From an optimization exercise on the open Yosys and OpenROAD flow, aimed at small area, a short achievable clock period and few clock cycles per item; shortcuts taken in it are not production practice.
The RTL was checked by simulation tests, not by an equivalence proof against the original design.
Power and IR drop assume default switching activity.

Setup of 05-16:
==> module acr_dma_copy, before the edit <==
module acr_dma_copy #(
   parameter int ADDR_W     = 32,
   parameter int DATA_W     = 64,
   parameter int BURST_LEN  = 16,
   parameter int FIFO_DEPTH = 32
) (
   input  logic                acr_clk,
   input  logic                acr_rst,
   input  logic                cmd_valid,
   output logic                cmd_ready,
   input  logic [ADDR_W-1:0]   cmd_src,
   input  logic [ADDR_W-1:0]   cmd_dst,
   input  logic [15:0]         cmd_beats,
   output logic                busy,
   output logic                done,
   output logic                err,
   output logic [1:0]          dbg_state,
   output logic [ADDR_W-1:0]   axi_araddr,
   output logic [3:0]          axi_arlen,
   output logic                axi_arvalid,
   input  logic                axi_arready,
   input  logic [DATA_W-1:0]   axi_rdata,
   input  logic [1:0]          axi_rresp,
   input  logic                axi_rlast,
   input  logic                axi_rvalid,
   output logic                axi_rready,
   output logic [ADDR_W-1:0]   axi_awaddr,
   output logic [3:0]          axi_awlen,
   output logic                axi_awvalid,
   input  logic                axi_awready,
   output logic [DATA_W-1:0]   axi_wdata,
   output logic [DATA_W/8-1:0] axi_wstrb,
   output logic                axi_wlast,
   output logic                axi_wvalid,
   input  logic                axi_wready,
   input  logic [1:0]          axi_bresp,
   input  logic                axi_bvalid,
   output logic                axi_bready
);
   logic        busy_q, done_q, err_q;
   logic [28:0] ar_a;           
   logic [12:0] ar_nb;          
   logic [3:0]  ar_el;          
   logic [3:0]  ar_len;
   logic        arv_q, ar_pend;
   logic [2:0]  r_out;          
   logic [28:0] aw_a;           
   logic [12:0] aw_nb;          
   logic [3:0]  aw_el;          
   logic [3:0]  aw_len;
   logic        awv_q, aw_pend;
   logic [2:0]  b_out;          
   logic [3:0]  w_lo;           
   logic        acc, nz, ar_hs, aw_hs, w_hs, b_hs, ar_last, aw_last, r_end, fin;
   logic        ar_one, aw_one;
   logic [12:0] ar_nb0, aw_nb0;
   logic [3:0]  ar_el0, aw_el0, len1;
   logic [2:0]  b_nxt, r_nxt;
   assign acc   = cmd_valid && !busy_q && !done_q;
   assign nz    = (cmd_beats != 16'd0);
   function automatic logic [16:0] first_e(input logic [15:0] b, input logic [3:0] lo);
      logic [4:0]  s;
      logic [11:0] h;
      logic [12:0] up, dn, nb;
      logic        all1, any1;
      s = 5'(b[3:0]) + 5'(lo) - 5'd1;    
      h = b[15:4];
      all1 = 1'b1;
      any1 = 1'b0;
      for (int i = 0; i < 12; i++) begin
         up[i] = h[i] ^ all1;             
         dn[i] = h[i] ^ ~any1;            
         all1  = all1 & h[i];
         any1  = any1 | h[i];
      end
      up[12] = all1;
      dn[12] = 1'b0;
      if (b[3:0] == 4'd0 && lo == 4'd0) nb = dn;    
      else if (s[4]) nb = up;                       
      else nb = {1'b0, h};
      first_e = {nb, s[3:0]};
   endfunction
   assign {ar_nb0, ar_el0} = first_e(cmd_beats, cmd_src[6:3]);
   assign {aw_nb0, aw_el0} = first_e(cmd_beats, cmd_dst[6:3]);
   assign ar_one = (cmd_beats[15:5] == 11'd0) && (6'(cmd_beats[4:0]) + 6'(cmd_src[6:3]) <= 6'd16);
   assign aw_one = (cmd_beats[15:5] == 11'd0) && (6'(cmd_beats[4:0]) + 6'(cmd_dst[6:3]) <= 6'd16);
   assign len1   = cmd_beats[3:0] - 4'd1;
   assign ar_hs = arv_q && axi_arready;
   assign aw_hs = awv_q && axi_awready;
   assign w_hs  = busy_q && axi_rvalid && axi_wready;
   assign b_hs  = busy_q && axi_bvalid;
   assign ar_last = (ar_nb == 13'd0);
   assign aw_last = (aw_nb == 13'd0);
   assign r_end   = (r_out == 3'd1) && !ar_pend;
   assign b_nxt   = b_out + 3'(aw_hs) - 3'(b_hs);
   assign r_nxt   = r_out + 3'(ar_hs) - 3'(w_hs && axi_rlast);
   assign fin     = b_hs && (b_out == 3'd1) && !aw_pend && !ar_pend && (r_out == 3'd0);
   always_ff @(posedge acr_clk) begin
      if (acr_rst) begin
         busy_q  <= 1'b0;
         done_q  <= 1'b0;
         err_q   <= 1'b0;
         arv_q   <= 1'b0;
         ar_pend <= 1'b0;
         r_out   <= 3'd0;
         awv_q   <= 1'b0;
         aw_pend <= 1'b0;
         b_out   <= 3'd0;
      end else begin
         r_out <= r_nxt;
         b_out <= b_nxt;
         if (acc) begin
            busy_q  <= nz;
            done_q  <= !nz;
            err_q   <= 1'b0;
            arv_q   <= nz;
            ar_pend <= nz;
            awv_q   <= nz;
            aw_pend <= nz;
         end else begin
            if ((w_hs && axi_rresp != 2'b00) || (b_hs && axi_bresp != 2'b00)) err_q <= 1'b1;
            if (ar_hs) begin
               arv_q <= !ar_last && (r_nxt != 3'd7);
               if (ar_last) ar_pend <= 1'b0;
            end else if (!arv_q && ar_pend && r_out != 3'd7) begin
               arv_q <= 1'b1;
            end
            if (aw_hs) begin
               awv_q <= !aw_last && (b_nxt != 3'd7);
               if (aw_last) aw_pend <= 1'b0;
            end else if (!awv_q && aw_pend && b_out != 3'd7) begin
               awv_q <= 1'b1;
            end
            done_q <= fin;
            if (fin) busy_q <= 1'b0;
         end
      end
   end
   always_ff @(posedge acr_clk) begin
      if (acc) begin
         ar_a   <= cmd_src[31:3];
         ar_nb  <= ar_nb0;
         ar_el  <= ar_el0;
         ar_len <= ar_one ? len1 : ~cmd_src[6:3];
         aw_a   <= cmd_dst[31:3];
         aw_nb  <= aw_nb0;
         aw_el  <= aw_el0;
         aw_len <= aw_one ? len1 : ~cmd_dst[6:3];
         w_lo   <= cmd_dst[6:3];
      end else begin
         if (ar_hs) begin
            ar_a   <= {ar_a[28:4] + 25'd1, 4'd0};
            ar_nb  <= ar_nb - 13'd1;
            ar_len <= (ar_nb == 13'd1) ? ar_el : 4'hF;
         end
         if (aw_hs) begin
            aw_a   <= {aw_a[28:4] + 25'd1, 4'd0};
            aw_nb  <= aw_nb - 13'd1;
            aw_len <= (aw_nb == 13'd1) ? aw_el : 4'hF;
         end
         if (w_hs) w_lo <= w_lo + 4'd1;
      end
   end
   assign cmd_ready   = !busy_q && !done_q;
   assign busy        = busy_q;
   assign done        = done_q;
   assign err         = err_q;
   assign dbg_state   = {done_q, busy_q};
   assign axi_araddr  = {ar_a, 3'b000};
   assign axi_arlen   = ar_len;
   assign axi_arvalid = arv_q;
   assign axi_rready  = axi_wready;
   assign axi_awaddr  = {aw_a, 3'b000};
   assign axi_awlen   = aw_len;
   assign axi_awvalid = awv_q;
   assign axi_wdata   = axi_rdata;
   assign axi_wstrb   = '1;
   assign axi_wlast   = (w_lo == 4'hF) || (axi_rlast && r_end);
   assign axi_wvalid  = busy_q && axi_rvalid;
   assign axi_bready  = busy_q;
endmodule
make LEC_CHECK=0 CAP_MARGIN=20 CORE_MARGIN=2 CORE_UTILIZATION=40 SETUP_SLACK_MARGIN=3.4 SLEW_MARGIN=20 finish   # period 6.5 ns
run.sh (not shown) runs the stock make flow with config.mk's settings and CLKGATE_MAP_FILE= SYNTH_SCRIPT=/design/flow/synth_recipe.tcl, a recipe that flattens the netlist after the stock synthesis.
05-16 finished every step from synthesis to the final layout, and the layout passed the timing, design-rule and antenna checks.
Testbench counts of 05-16, summed over its fixed seeds: cycles 47,140, beats 35,812.
Relative to 05-16, the following input files were edited for 09-23:
--- a/flow/design.v
+++ b/flow/design.v
@@ -52,40 +52,16 @@
    logic [2:0]  b_out;          
    logic [3:0]  w_lo;           
    logic        acc, nz, ar_hs, aw_hs, w_hs, b_hs, ar_last, aw_last, r_end, fin;
    logic        ar_one, aw_one;
-   logic [12:0] ar_nb0, aw_nb0;
-   logic [3:0]  ar_el0, aw_el0, len1;
+   logic [16:0] ar_e0, aw_e0;
    logic [2:0]  b_nxt, r_nxt;
    assign acc   = cmd_valid && !busy_q && !done_q;
    assign nz    = (cmd_beats != 16'd0);
-   function automatic logic [16:0] first_e(input logic [15:0] b, input logic [3:0] lo);
-      logic [4:0]  s;
-      logic [11:0] h;
-      logic [12:0] up, dn, nb;
-      logic        all1, any1;
-      s = 5'(b[3:0]) + 5'(lo) - 5'd1;    
-      h = b[15:4];
-      all1 = 1'b1;
-      any1 = 1'b0;
-      for (int i = 0; i < 12; i++) begin
-         up[i] = h[i] ^ all1;             
-         dn[i] = h[i] ^ ~any1;            
-         all1  = all1 & h[i];
-         any1  = any1 | h[i];
-      end
-      up[12] = all1;
-      dn[12] = 1'b0;
-      if (b[3:0] == 4'd0 && lo == 4'd0) nb = dn;    
-      else if (s[4]) nb = up;                       
-      else nb = {1'b0, h};
-      first_e = {nb, s[3:0]};
-   endfunction
-   assign {ar_nb0, ar_el0} = first_e(cmd_beats, cmd_src[6:3]);
-   assign {aw_nb0, aw_el0} = first_e(cmd_beats, cmd_dst[6:3]);
+   assign ar_e0 = 17'(cmd_beats) + 17'(cmd_src[6:3]) - 17'd1;
+   assign aw_e0 = 17'(cmd_beats) + 17'(cmd_dst[6:3]) - 17'd1;
    assign ar_one = (cmd_beats[15:5] == 11'd0) && (6'(cmd_beats[4:0]) + 6'(cmd_src[6:3]) <= 6'd16);
    assign aw_one = (cmd_beats[15:5] == 11'd0) && (6'(cmd_beats[4:0]) + 6'(cmd_dst[6:3]) <= 6'd16);
-   assign len1   = cmd_beats[3:0] - 4'd1;
    assign ar_hs = arv_q && axi_arready;
    assign aw_hs = awv_q && axi_awready;
    assign w_hs  = busy_q && axi_rvalid && axi_wready;
    assign b_hs  = busy_q && axi_bvalid;
@@ -138,15 +114,15 @@
    end
    always_ff @(posedge acr_clk) begin
       if (acc) begin
          ar_a   <= cmd_src[31:3];
-         ar_nb  <= ar_nb0;
-         ar_el  <= ar_el0;
-         ar_len <= ar_one ? len1 : ~cmd_src[6:3];
+         ar_nb  <= ar_e0[16:4];
+         ar_el  <= ar_e0[3:0];
+         ar_len <= ar_one ? ar_e0[3:0] - cmd_src[6:3] : ~cmd_src[6:3];
          aw_a   <= cmd_dst[31:3];
-         aw_nb  <= aw_nb0;
-         aw_el  <= aw_el0;
-         aw_len <= aw_one ? len1 : ~cmd_dst[6:3];
+         aw_nb  <= aw_e0[16:4];
+         aw_el  <= aw_e0[3:0];
+         aw_len <= aw_one ? aw_e0[3:0] - cmd_dst[6:3] : ~cmd_dst[6:3];
          w_lo   <= cmd_dst[6:3];
       end else begin
          if (ar_hs) begin
             ar_a   <= {ar_a[28:4] + 25'd1, 4'd0};
### Flow results
Compared with 05-16, 09-23 shows a fraction of the cycle the final worst path needs that is 2.1 points lower. From 05-16 to 09-23 the numbers moved as follows: critical path depth now smaller, clock-cell share of area decreased 0.99 points, die outline area went up. 09-23 vs 05-16: adder-cell area share of the yosys netlist up in 09-23. Compared to 05-16, the router laid down more metal wire for 09-23. In 09-23 relative to 05-16, total placed cells including tap cells had gone up by a little under 10%. Diff 05-16 -> 09-23: number of clock-tree buffers in the layout went up by 1; synthesis-to-layout area growth went down by 0.15 points; fill cell total of the finished layout went up by 11%; number of non-clock buffers went up by 23; part of the power in the clock network went down by 5.5 points.
Testbench counts of 09-23, summed over its fixed seeds: cycles 47,140, beats 35,812.

-- static timing again, ports no longer ideal --
In the flow no input, the clock included, has a driving cell. The finished layouts below were timed again as built, in two steps. Step 1: set_driving_cell puts a clkbuf_16 on acr_clk and a buf_2 on each other input, an assumption about the parent block. Step 2, shift: input delay + t, output delay - t, t = (earliest + latest rising clock arrival at the registers) / 2. This alone moves slack from input paths to output paths. a / b / c = no drivers / after step 1 / after step 2; a / b = the first two.
run	t (ns)	setup WS [ns]	worst setup path at the end	pins driven straight from the clock port
05-16	0.463	3.007 / 2.993 / 2.531	input to register	1
09-23	0.454	3.147 / 3.119 / 2.665	input to register	1
After both steps setup and hold are still met in every run listed. The setup slack of 09-23, which loses most, moves by -0.028 ns with the drivers and by -0.482 ns with both steps.
